What follows belongs to an exercise in optimizing a design on an open flow for small area; a production flow would make more cautious choices. Only simulation tests tie the RTL to the original design; equivalence was not proved. No activity file was given, so power comes from the tool's default toggle rates.

==> flow/config.mk <==
export PLATFORM = sky130hd
export DESIGN_NAME = car_video_top
export DESIGN_NICKNAME = car_video_top
export VERILOG_FILES = /design/flow/design.v
export SDC_FILE = /design/flow/constraint.sdc
export NUM_CORES = 4
export LEC_CHECK = 0
export CAP_MARGIN = 20
export CORE_MARGIN = 2
export CORE_UTILIZATION = 45
export PLACE_DENSITY = 0.6
export SLEW_MARGIN = 20
==> flow/constraint.sdc <==
create_clock -name core_clock -period 13.4 [get_ports {clk_100mhz}]
set_input_delay 2.6800 -clock core_clock [delete_from_list [all_inputs] [get_ports {clk_100mhz}]]
set_output_delay 2.6800 -clock core_clock [all_outputs]
set_load 0.01 [all_outputs]
==> flow/design.v <==
`timescale 1ns/1ps
`default_nettype none
package car_video_pkg;
  typedef logic signed [18-1:0] world_coord_t;
  typedef logic [12-1:0] screen_count_t;
  typedef logic [3:0] color_idx_t;
  typedef struct packed {
    logic [7:0] red;
    logic [7:0] green;
    logic [7:0] blue;
  } rgb_t;
  typedef logic [9:0] tmds_word_t;
  typedef logic [7:0] apb_addr_t;
  typedef logic [31:0] apb_data_t;
  localparam color_idx_t COLOR_BLACK  = 4'h0;
  localparam color_idx_t COLOR_GRAY   = 4'h1;
  localparam color_idx_t COLOR_WHITE  = 4'h2;
  localparam color_idx_t COLOR_RED    = 4'h3;
  localparam color_idx_t COLOR_PINK   = 4'h4;
  localparam color_idx_t COLOR_DBROWN = 4'h5;
  localparam color_idx_t COLOR_BROWN  = 4'h6;
  localparam color_idx_t COLOR_ORANGE = 4'h7;
  localparam color_idx_t COLOR_YELLOW = 4'h8;
  localparam color_idx_t COLOR_DGREEN = 4'h9;
  localparam color_idx_t COLOR_GREEN  = 4'hA;
  localparam color_idx_t COLOR_LGREEN = 4'hB;
  localparam color_idx_t COLOR_PURPLE = 4'hC;
  localparam color_idx_t COLOR_DBLUE  = 4'hD;
  localparam color_idx_t COLOR_BLUE   = 4'hE;
  localparam color_idx_t COLOR_LBLUE  = 4'hF;
endpackage
`default_nettype wire
`timescale 1ns/1ps
`default_nettype none
module video_timing #(
  parameter int H_ACTIVE = 1280,
  parameter int H_FRONT  = 110,
  parameter int H_SYNC   = 40,
  parameter int H_BACK   = 220,
  parameter int V_ACTIVE = 720,
  parameter int V_FRONT  = 5,
  parameter int V_SYNC   = 5,
  parameter int V_BACK   = 20
) (
  input wire clk_100mhz,
  input wire sys_rst,
  output car_video_pkg::screen_count_t hcount,
  output car_video_pkg::screen_count_t vcount,
  output logic hsync,
  output logic vsync,
  output logic active,
  output logic new_frame
);
  localparam car_video_pkg::screen_count_t H_LAST   = 12'(H_ACTIVE + H_FRONT + H_SYNC + H_BACK - 1);
  localparam car_video_pkg::screen_count_t V_LAST   = 12'(V_ACTIVE + V_FRONT + V_SYNC + V_BACK - 1);
  localparam car_video_pkg::screen_count_t HS_START = 12'(H_ACTIVE + H_FRONT);
  localparam car_video_pkg::screen_count_t HS_END   = 12'(H_ACTIVE + H_FRONT + H_SYNC);
  localparam car_video_pkg::screen_count_t VS_START = 12'(V_ACTIVE + V_FRONT);
  localparam car_video_pkg::screen_count_t VS_END   = 12'(V_ACTIVE + V_FRONT + V_SYNC);
  localparam car_video_pkg::screen_count_t H_VIS    = 12'(H_ACTIVE);
  localparam car_video_pkg::screen_count_t V_VIS    = 12'(V_ACTIVE);
  always_ff @(posedge clk_100mhz) begin
    if (sys_rst) begin
      hcount <= '0;
      vcount <= '0;
    end else if (hcount == H_LAST) begin
      hcount <= '0;
      vcount <= (vcount == V_LAST) ? '0 : vcount + 1'b1;  
    end else begin
      hcount <= hcount + 1'b1;
    end
  end
  assign hsync     = (hcount >= HS_START) && (hcount < HS_END);
  assign vsync     = (vcount >= VS_START) && (vcount < VS_END);
  assign active    = (hcount < H_VIS) && (vcount < V_VIS);
  assign new_frame = (hcount == H_VIS) && (vcount == V_VIS);  
endmodule
`default_nettype wire
`timescale 1ns/1ps
`default_nettype none
module scene_regs (
  input wire clk_100mhz,
  input wire sys_rst,
  input wire psel,
  input wire penable,
  input wire pwrite,
  input wire car_video_pkg::apb_addr_t paddr,
  input wire car_video_pkg::apb_data_t pwdata,
  input wire [3:0] btn,
  input wire new_frame,
  output car_video_pkg::apb_data_t prdata,
  output logic pready,
  output logic pslverr,
  output car_video_pkg::world_coord_t camera_x,
  output car_video_pkg::world_coord_t camera_y,
  output car_video_pkg::world_coord_t car_x,
  output car_video_pkg::world_coord_t car_y,
  output car_video_pkg::world_coord_t body_w,
  output car_video_pkg::world_coord_t body_h,
  output car_video_pkg::world_coord_t wheel_r,
  output car_video_pkg::color_idx_t bg_color
);
  localparam car_video_pkg::world_coord_t STEP = $signed(18'(5));
  function automatic [31:0] sext(input logic [18-1:0] v);
    sext = {{(32-18){v[18-1]}}, v};
  endfunction
  logic access;
  logic addr_ok;
  logic wr_en;
  car_video_pkg::world_coord_t wdata_w;
  car_video_pkg::apb_data_t rd_word;
  assign access  = psel && penable;         
  assign wr_en   = access && pwrite && addr_ok;
  assign wdata_w = $signed(18'(pwdata[18-1:0]));
  assign pready  = 1'b1;                    
  assign pslverr = access && !addr_ok;
  always_comb begin
    addr_ok = 1'b1;
    rd_word = '0;
    case (paddr)
      8'h00: rd_word = sext(camera_x);
      8'h04: rd_word = sext(camera_y);
      8'h08:    rd_word = sext(car_x);
      8'h0C:    rd_word = sext(car_y);
      8'h10:   rd_word = sext(body_w);
      8'h14:   rd_word = sext(body_h);
      8'h18:  rd_word = sext(wheel_r);
      8'h1C: rd_word = {28'd0, bg_color};
      default:        addr_ok = 1'b0;
    endcase
  end
  assign prdata = (access && !pwrite) ? rd_word : '0;
  always_ff @(posedge clk_100mhz) begin
    if (sys_rst) begin
      camera_x <= $signed(18'(0));
      camera_y <= $signed(18'(0));
      car_x    <= $signed(18'(500));
      car_y    <= $signed(18'(300));
      body_w   <= $signed(18'(200));
      body_h   <= $signed(18'(100));
      wheel_r  <= $signed(18'(25));
      bg_color <= 4'hF;
    end else begin
      if (new_frame) begin
        if (btn[3]) camera_x <= camera_x - STEP;
        else if (btn[2]) camera_x <= camera_x + STEP;
        else if (btn[1]) camera_y <= camera_y - STEP;
        else if (btn[0]) camera_y <= camera_y + STEP;
      end
      if (wr_en) begin
        case (paddr)
          8'h00: camera_x <= wdata_w;
          8'h04: camera_y <= wdata_w;
          8'h08:    car_x    <= wdata_w;
          8'h0C:    car_y    <= wdata_w;
          8'h10:   body_w   <= wdata_w;
          8'h14:   body_h   <= wdata_w;
          8'h18:  wheel_r  <= wdata_w;
          default:        bg_color <= pwdata[3:0];  
        endcase
      end
    end
  end
endmodule
`default_nettype wire
`timescale 1ns/1ps
`default_nettype none
module car_renderer #(
  parameter int V_ACTIVE = 720
) (
  input wire clk_100mhz,
  input wire sys_rst,
  input wire car_video_pkg::screen_count_t hcount,
  input wire car_video_pkg::screen_count_t vcount,
  input wire hsync,
  input wire vsync,
  input wire active,
  input wire car_video_pkg::world_coord_t camera_x,
  input wire car_video_pkg::world_coord_t camera_y,
  input wire car_video_pkg::world_coord_t car_x,
  input wire car_video_pkg::world_coord_t car_y,
  input wire car_video_pkg::world_coord_t body_w,
  input wire car_video_pkg::world_coord_t body_h,
  input wire car_video_pkg::world_coord_t wheel_r,
  input wire car_video_pkg::color_idx_t bg_color,
  output car_video_pkg::rgb_t pixel_rgb,
  output logic hsync_out,
  output logic vsync_out,
  output logic active_out
);
  localparam car_video_pkg::world_coord_t EDGE  = $signed(18'(3));
  localparam car_video_pkg::world_coord_t Y_TOP = $signed(18'(V_ACTIVE - 1));  
  function automatic signed [18-1:0] abs_w(input logic signed [18-1:0] v);
    abs_w = (v < 0) ? -v : v;
  endfunction
  function automatic [23:0] palette(input logic [3:0] idx);
    case (idx)
      car_video_pkg::COLOR_BLACK:  palette = 24'h000000;
      car_video_pkg::COLOR_GRAY:   palette = 24'h808080;
      car_video_pkg::COLOR_WHITE:  palette = 24'hFFFFFF;
      car_video_pkg::COLOR_RED:    palette = 24'hFF0000;
      car_video_pkg::COLOR_PINK:   palette = 24'hFFC0CB;
      car_video_pkg::COLOR_DBROWN: palette = 24'h654321;
      car_video_pkg::COLOR_BROWN:  palette = 24'h8B4513;
      car_video_pkg::COLOR_ORANGE: palette = 24'hFFA500;
      car_video_pkg::COLOR_YELLOW: palette = 24'hFFFF00;
      car_video_pkg::COLOR_DGREEN: palette = 24'h006400;
      car_video_pkg::COLOR_GREEN:  palette = 24'h00FF00;
      car_video_pkg::COLOR_LGREEN: palette = 24'h90EE90;
      car_video_pkg::COLOR_PURPLE: palette = 24'h800080;
      car_video_pkg::COLOR_DBLUE:  palette = 24'h00008B;
      car_video_pkg::COLOR_BLUE:   palette = 24'h0000FF;
      default:      palette = 24'h87CEEB;  
    endcase
  endfunction
  car_video_pkg::world_coord_t world_x, world_y;
  car_video_pkg::world_coord_t dx, dx2, dy;      
  car_video_pkg::world_coord_t abs_dx, abs_dx2, abs_dy;
  logic in_wheel1, in_wheel2, in_body;
  logic wheel_edge, body_edge;
  car_video_pkg::color_idx_t pixel_idx;
  car_video_pkg::color_idx_t idx_q;
  logic [2:0] ctrl_q1, ctrl_q2;   
  assign world_x = $signed(18'({1'b0, hcount})) + camera_x;
  assign world_y = Y_TOP - $signed(18'({1'b0, vcount})) + camera_y;  
  assign dx      = world_x - car_x;
  assign dx2     = world_x - (car_x + body_w);
  assign dy      = world_y - car_y;
  assign abs_dx  = abs_w(dx);
  assign abs_dx2 = abs_w(dx2);
  assign abs_dy  = abs_w(dy);
  assign in_wheel1 = (abs_dx < wheel_r) && (abs_dy < wheel_r);
  assign in_wheel2 = (abs_dx2 < wheel_r) && (abs_dy < wheel_r);
  assign in_body   = (dx >= 0) && (dx < body_w) && (dy >= 0) && (dy < body_h);
  assign wheel_edge = (abs_dy >= wheel_r - EDGE) ||
                      (in_wheel1 ? (abs_dx >= wheel_r - EDGE) : (abs_dx2 >= wheel_r - EDGE));
  assign body_edge  = (dx < EDGE) || (dx >= body_w - EDGE) ||
                      (dy < EDGE) || (dy >= body_h - EDGE);
  always_comb begin
    if (in_wheel1 || in_wheel2) begin
      pixel_idx = wheel_edge ? car_video_pkg::COLOR_BLACK : car_video_pkg::COLOR_BROWN;  
    end else if (in_body) begin
      pixel_idx = body_edge ? car_video_pkg::COLOR_BLACK : car_video_pkg::COLOR_RED;
    end else begin
      pixel_idx = bg_color;
    end
  end
  always_ff @(posedge clk_100mhz) begin
    idx_q     <= pixel_idx;
    pixel_rgb <= palette(idx_q);
  end
  always_ff @(posedge clk_100mhz) begin
    if (sys_rst) begin
      ctrl_q1 <= '0;
      ctrl_q2 <= '0;
    end else begin
      ctrl_q1 <= {active, vsync, hsync};
      ctrl_q2 <= ctrl_q1;
    end
  end
  assign hsync_out  = ctrl_q2[0];
  assign vsync_out  = ctrl_q2[1];
  assign active_out = ctrl_q2[2];
endmodule
`default_nettype wire
`timescale 1ns/1ps
`default_nettype none
module tmds_encoder (
  input wire clk_100mhz,
  input wire sys_rst,
  input wire [7:0] data,
  input wire [1:0] control,
  input wire video_enable,
  output car_video_pkg::tmds_word_t tmds
);
  function automatic [3:0] count_ones(input logic [7:0] v);
    logic [3:0] n;
    n = '0;
    for (int i = 0; i < 8; i++) begin
      n = n + {3'd0, v[i]};
    end
    count_ones = n;
  endfunction
  logic [3:0] data_ones, qm_ones;
  logic use_xnor;
  logic [8:0] q_m;
  logic signed [4:0] balance;      
  logic signed [4:0] disparity;    
  logic signed [4:0] next_disparity;
  car_video_pkg::tmds_word_t next_word;
  car_video_pkg::tmds_word_t ctrl_word;
  assign data_ones = count_ones(data);
  assign use_xnor  = (data_ones > 4'd4) || ((data_ones == 4'd4) && !data[0]);
  always_comb begin
    q_m[0] = data[0];
    for (int i = 1; i < 8; i++) begin
      q_m[i] = use_xnor ? ~(q_m[i-1] ^ data[i]) : (q_m[i-1] ^ data[i]);
    end
    q_m[8] = ~use_xnor;  
  end
  assign qm_ones = count_ones(q_m[7:0]);
  assign balance = $signed(5'(qm_ones) - 5'(4'd8 - qm_ones));
  always_comb begin
    if ((disparity == 0) || (balance == 0)) begin
      next_word      = {~q_m[8], q_m[8], q_m[8] ? q_m[7:0] : ~q_m[7:0]};
      next_disparity = q_m[8] ? disparity + balance : disparity - balance;
    end else if (((disparity > 0) && (balance > 0)) || ((disparity < 0) && (balance < 0))) begin
      next_word      = {1'b1, q_m[8], ~q_m[7:0]};  
      next_disparity = disparity + (q_m[8] ? 5'sd2 : 5'sd0) - balance;
    end else begin
      next_word      = {1'b0, q_m[8], q_m[7:0]};
      next_disparity = disparity - (q_m[8] ? 5'sd0 : 5'sd2) + balance;
    end
  end
  always_comb begin
    case (control)
      2'b00:   ctrl_word = 10'b1101010100;
      2'b01:   ctrl_word = 10'b0010101011;
      2'b10:   ctrl_word = 10'b0101010100;
      default: ctrl_word = 10'b1010101011;
    endcase
  end
  always_ff @(posedge clk_100mhz) begin
    if (sys_rst) begin
      tmds      <= '0;
      disparity <= '0;
    end else if (!video_enable) begin
      tmds      <= ctrl_word;   
      disparity <= '0;
    end else begin
      tmds      <= next_word;
      disparity <= next_disparity;
    end
  end
endmodule
`default_nettype wire
`timescale 1ns/1ps
`default_nettype none
module car_video_top #(
  parameter int H_ACTIVE = 1280,
  parameter int H_FRONT  = 110,
  parameter int H_SYNC   = 40,
  parameter int H_BACK   = 220,
  parameter int V_ACTIVE = 720,
  parameter int V_FRONT  = 5,
  parameter int V_SYNC   = 5,
  parameter int V_BACK   = 20
) (
  input wire clk_100mhz,
  input wire sys_rst,
  input wire psel,
  input wire penable,
  input wire pwrite,
  input wire car_video_pkg::apb_addr_t paddr,
  input wire car_video_pkg::apb_data_t pwdata,
  output car_video_pkg::apb_data_t prdata,
  output logic pready,
  output logic pslverr,
  input wire [3:0] btn,
  output car_video_pkg::tmds_word_t tmds_red,
  output car_video_pkg::tmds_word_t tmds_green,
  output car_video_pkg::tmds_word_t tmds_blue
);
  car_video_pkg::screen_count_t hcount, vcount;
  logic hsync, vsync, active, new_frame;
  car_video_pkg::world_coord_t camera_x, camera_y, car_x, car_y;
  car_video_pkg::world_coord_t body_w, body_h, wheel_r;
  car_video_pkg::color_idx_t bg_color;
  car_video_pkg::rgb_t pixel_rgb;
  logic hsync_d, vsync_d, active_d;   
  video_timing #(
    .H_ACTIVE(H_ACTIVE), .H_FRONT(H_FRONT), .H_SYNC(H_SYNC), .H_BACK(H_BACK),
    .V_ACTIVE(V_ACTIVE), .V_FRONT(V_FRONT), .V_SYNC(V_SYNC), .V_BACK(V_BACK)
  ) i_video_timing (
    .clk_100mhz(clk_100mhz), .sys_rst(sys_rst),
    .hcount(hcount), .vcount(vcount),
    .hsync(hsync), .vsync(vsync), .active(active), .new_frame(new_frame)
  );
  scene_regs i_scene_regs (
    .clk_100mhz(clk_100mhz), .sys_rst(sys_rst),
    .psel(psel), .penable(penable), .pwrite(pwrite), .paddr(paddr), .pwdata(pwdata),
    .btn(btn), .new_frame(new_frame),
    .prdata(prdata), .pready(pready), .pslverr(pslverr),
    .camera_x(camera_x), .camera_y(camera_y), .car_x(car_x), .car_y(car_y),
    .body_w(body_w), .body_h(body_h), .wheel_r(wheel_r), .bg_color(bg_color)
  );
  car_renderer #(
    .V_ACTIVE(V_ACTIVE)
  ) i_car_renderer (
    .clk_100mhz(clk_100mhz), .sys_rst(sys_rst),
    .hcount(hcount), .vcount(vcount), .hsync(hsync), .vsync(vsync), .active(active),
    .camera_x(camera_x), .camera_y(camera_y), .car_x(car_x), .car_y(car_y),
    .body_w(body_w), .body_h(body_h), .wheel_r(wheel_r), .bg_color(bg_color),
    .pixel_rgb(pixel_rgb),
    .hsync_out(hsync_d), .vsync_out(vsync_d), .active_out(active_d)
  );
  tmds_encoder i_tmds_red (
    .clk_100mhz(clk_100mhz), .sys_rst(sys_rst),
    .data(pixel_rgb.red), .control(2'b00), .video_enable(active_d),
    .tmds(tmds_red)
  );
  tmds_encoder i_tmds_green (
    .clk_100mhz(clk_100mhz), .sys_rst(sys_rst),
    .data(pixel_rgb.green), .control(2'b00), .video_enable(active_d),
    .tmds(tmds_green)
  );
  tmds_encoder i_tmds_blue (
    .clk_100mhz(clk_100mhz), .sys_rst(sys_rst),
    .data(pixel_rgb.blue), .control({vsync_d, hsync_d}), .video_enable(active_d),
    .tmds(tmds_blue)
  );
endmodule
`default_nettype wire
==> flow/run.sh <==
#!/bin/bash
# synth_recipe.tcl (not shown) runs the flow's synth.tcl, then flattens the netlist and writes it again
# the make line also repeats each setting of config.mk as NAME=value (left out here)
make -C /OpenROAD-flow-scripts/flow DESIGN_CONFIG=/design/flow/config.mk WORK_HOME=/design/flow/orfs CLKGATE_MAP_FILE= SYNTH_SCRIPT=/design/flow/synth_recipe.tcl finish
==> reports/summary.md <==
DRC violation count after routing: 0. The total overflow left after global routing is 0. The clock arrives with 46.2 ps of skew. The cell area after layout was 26900 sq um; the power density normalized to cell area was 90.1 nW/um^2. By count the netlist is led by ha_1, nand2_1, inv_1.

The cell area that synthesis handed to floorplanning was 24300 sq um. The synthesis-to-finish area growth was 10.9%. The worst slew slack as a fraction of its limit is 0.325.

Setup repair after global routing left no endpoint under its margin. For the number of nets still failing antenna checks after routing, the log shows 0. By area the synthesized netlist is led by dfxtp_1, ha_1, xnor2_1, fa_1, nand2_1. The post-route minimum period was 8920 ps; the net count after synthesis was 3551. The worst hold path begins at i_car_renderer.ctrl_q1[0].

Most used cell along the critical path: o21ai_0. The post-DP HPWL is 64.4 mm, and the global-route wire length before repair is 124 mm. The run gives 0 as the max-cap violation count.

Across all hold checks on the routed design, the worst slack comes to 435 ps. The number of CTS-inserted buffers is 30. The period utilization was 0.665; the maximum buffer depth of the clock tree was 3. The logs give 22500 for the count of vias placed by the detailed router and 90 for the number of distinct standard cells referenced by the synthesized netlist.

In this run, synthesis inferred 0 flip-flops with an integrated enable. The cell at the root of the clock tree is clkbuf_16. The tools report the total setup violations reported at the end of the flow as 0. The Yosys step of the flow raised 4 warnings.

After technology mapping, the gate count stands at 3090. For the hold violation count in the final report, the log shows 0. Critical-path cell with the highest stage delay: a21oi_2. The congestion estimate from routability-driven global placement came to 1.01. The commonest register cell after synthesis was dfxtp_1. The total negative slack for setup checks was 0 ps. The synthesized design contains 229 register bits. The maximum number of pins on one net before global-route repair was 70; the fraction of synthesized cell area taken by the top area cell type was 0.189. Achievable clock frequency: 112 MHz. The tools report the start point of the critical path as i_video_timing.hcount[1].

The worst hold path belongs to the class register to register. The routed wire length came out at 81.0 mm. STA classifies the critical path startpoint as a register. Number of global-route vias before repair: 21300.

Clock slew at the register clock pins of the worst setup and hold paths: 60 ps. The tools report the post-place instance area as 25800 sq um. The logs give 0 for the count of antenna diodes in the layout and 85 for the count of standard-cell rows. The worst setup path is captured at a register. The total area of multi-input combinational cells was 18100 sq um; the worst stage delay on the critical path was 620 ps. The number of instances resized during post-cts repair is 0, and the area of the die is 55800 sq um. The tree built by TritonCTS fans out to 229 sinks.

From bottom edge to top edge, the die measures 236 um. The post-synthesis area per instance is 7.86 sq um. The filler cells instantiated in the layout total 5239. Number of levels the H-tree was split into: 1. Total global routing track utilization: 0.283. The pre-antenna-repair detailed-routing pass consisted of 8 iterations. Buffers added to address setup during post-CTS repair amount to 0. The floorplan step defined a core boundary enclosing 53600 sq um.

The design draws 2.43 mW. After the first detailed-routing iteration, the DRC count stood at 2134. Hold repair after CTS inserted 0 buffers.

The worst-margin pin slew is 987 ps, and the endpoint required time on the critical path is 13920 ps. The count of cells in the finished layout, fillers not included, comes to 3837. The most frequently used cell type in the post-synthesis netlist was ha_1. The share of async-settable or async-resettable flops after synthesis is 0, and the floorplan die width is 236 um. TritonCTS built the clock tree.

The tools report the number of instances in the placed design as 3781. The worst setup path is of the register to register kind. The post-detailed-route via-to-cell ratio was 5.87. The post-synthesis cell type with the largest combined area is dfxtp_1.

The sequential cell area fraction in the yosys report was 0.189. The run gives 620 ps as the insertion delay to the later sink of the worst-skew pair. 113 I/O pins were placed.

STA puts the critical path data arrival time at 9430 ps. The final layout contains 3578 nets. The initial core utilization was 0.453; the share of post-route cells with drive strength above 1 was 0.0395. The tools report the source of the worst register-to-register timing path as i_video_timing.hcount[1]. The flow ran to the end and the layout has no timing, DRC or antenna violations. The logs give 0 for the number of pins with negative max-slew slack in the final report and 11.0 nW for the total leakage power.

In this run the worst path has a maximum fanout of 18. IR analysis of the VDD net gives a maximum drop of 0.100 mV. After detailed routing, the average wire length per cell comes to 21.1 um.

The initial antenna violation count came out at 0. Port buffering added 97 buffers. The sequential cells in the finished layout cover a total of 4580 sq um.
[sequential cells by signal, indices dropped and copies added (netlist names), 12 cells and up]
name	cells
i_scene_regs.body_h	18
i_car_renderer.pixel_rgb	23
i_video_timing.hcount	12
i_scene_regs.body_w	18
i_scene_regs.camera_x	18
i_scene_regs.wheel_r	18
i_video_timing.vcount	12
i_scene_regs.car_x	18
i_scene_regs.car_y	18
i_scene_regs.camera_y	18
[metrics by stage]
stage,utilization,setup slack (ps)
5_1_grt,0.502,4190
3_3_place_gp,0.481,4640
2_1_floorplan,-,5670
6_report,0.502,4480
3_5_place_dp,0.481,4570
4_1_cts,0.502,4570
[area by class of cell]
class                   count  share of cell area
flip-flops and latches    229               0.170
well taps                 696              0.0323
inverters                 306              0.0427
clock buffers              36              0.0306
repair buffers            117              0.0415
multi-input cells        2433               0.671
clock inverters            20              0.0115
[cells by family (layout without fill, tap and decap cells)]
group	after synthesis	after routing	synth area share
compound gates	762	762	0.205
other cells	1	1	0.000154
xor+xnor	292	292	0.106
buf+inv	428	479	0.0692
mux	20	20	0.00835
fa+ha+maj	418	418	0.237
flops	229	229	0.189
simple gates	940	940	0.186
[per-layer routing]
metal | part of all wire | GRT usage
met1 | 0.44 | 0.378
met2 | 0.45 | 0.458
met5 | 0 | 0
met4 | 0.050 | 0.124
met3 | 0.062 | 0.0332
[critical path: cells and delay by family (launching register included)]
kind	cells	cell delay (ps)
compound gates	19	4590
xor+xnor	2	760
fa+ha+maj	4	1740
buf+inv	1	240
flops	1	550
simple gates	4	940
[power by group]
| part | leakage, nW | switching (mW) | internal (mW) |
|---|---|---|---|
| sequential | 1.85 | 0.0140 | 0.702 |
| combinational | 8.58 | 0.435 | 0.355 |
| clock | 0.561 | 0.347 | 0.573 |
[final timing paths]
path / end / depth (start not counted) / slack [ps]
max: i_car_renderer.idx_q[2] / 30 / 4480
min: i_car_renderer.ctrl_q2[0] / 1 / 440
max reg2reg: i_car_renderer.idx_q[2] / 30 / 4480
min reg2reg: i_car_renderer.ctrl_q2[0] / 1 / 440
[layout by cell type, fill, tap and decap left out, drive strengths merged, types with 15 or more instances in the layout]
cell / netlist / routed
a211oi: 54 / 54
a21o: 52 / 52
a21oi: 232 / 232
a22oi: 39 / 39
a31oi: 41 / 41
buf: 27 / 21
clkbuf: 95 / 36
clkdlybuf4s50: 0 / 96
dfxtp: 229 / 229
fa: 71 / 71
ha: 341 / 341
inv: 305 / 306
mux2i: 18 / 18
nand2: 307 / 307
nand2b: 33 / 33
nand3: 55 / 55
nand4: 49 / 49
nor2: 237 / 237
nor2b: 46 / 46
nor3: 63 / 63
nor4: 35 / 35
o211ai: 40 / 40
o21a: 37 / 37
o21ai: 130 / 130
o31ai: 15 / 15
or3: 26 / 26
xnor2: 224 / 224
xor2: 68 / 68

[what the ideal ports hide]
How much do the figures lean on ideal ports? The routed layout below was timed once more, with nothing changed but the port constraints.
Step 1, drivers: a clkbuf_16 drives clk_100mhz and a buf_2 each remaining input, both assumed.
Step 2 also shifts input and output timing later by t, the mid clock arrival at the registers, as if the neighbouring blocks saw the same clock.
Three values: ideal, step 1, step 2; two values: the first two.
t (ns): 0.652
setup WS [ns]: 4.484 / 4.484 / 4.484
worst setup path at the end: register to register
clock arrival spread, ns: 0.048 / 0.048
After both steps this run still meets setup and hold. The setup slack of this run moves by 0.000 ns with the drivers and by 0.000 ns with both steps.
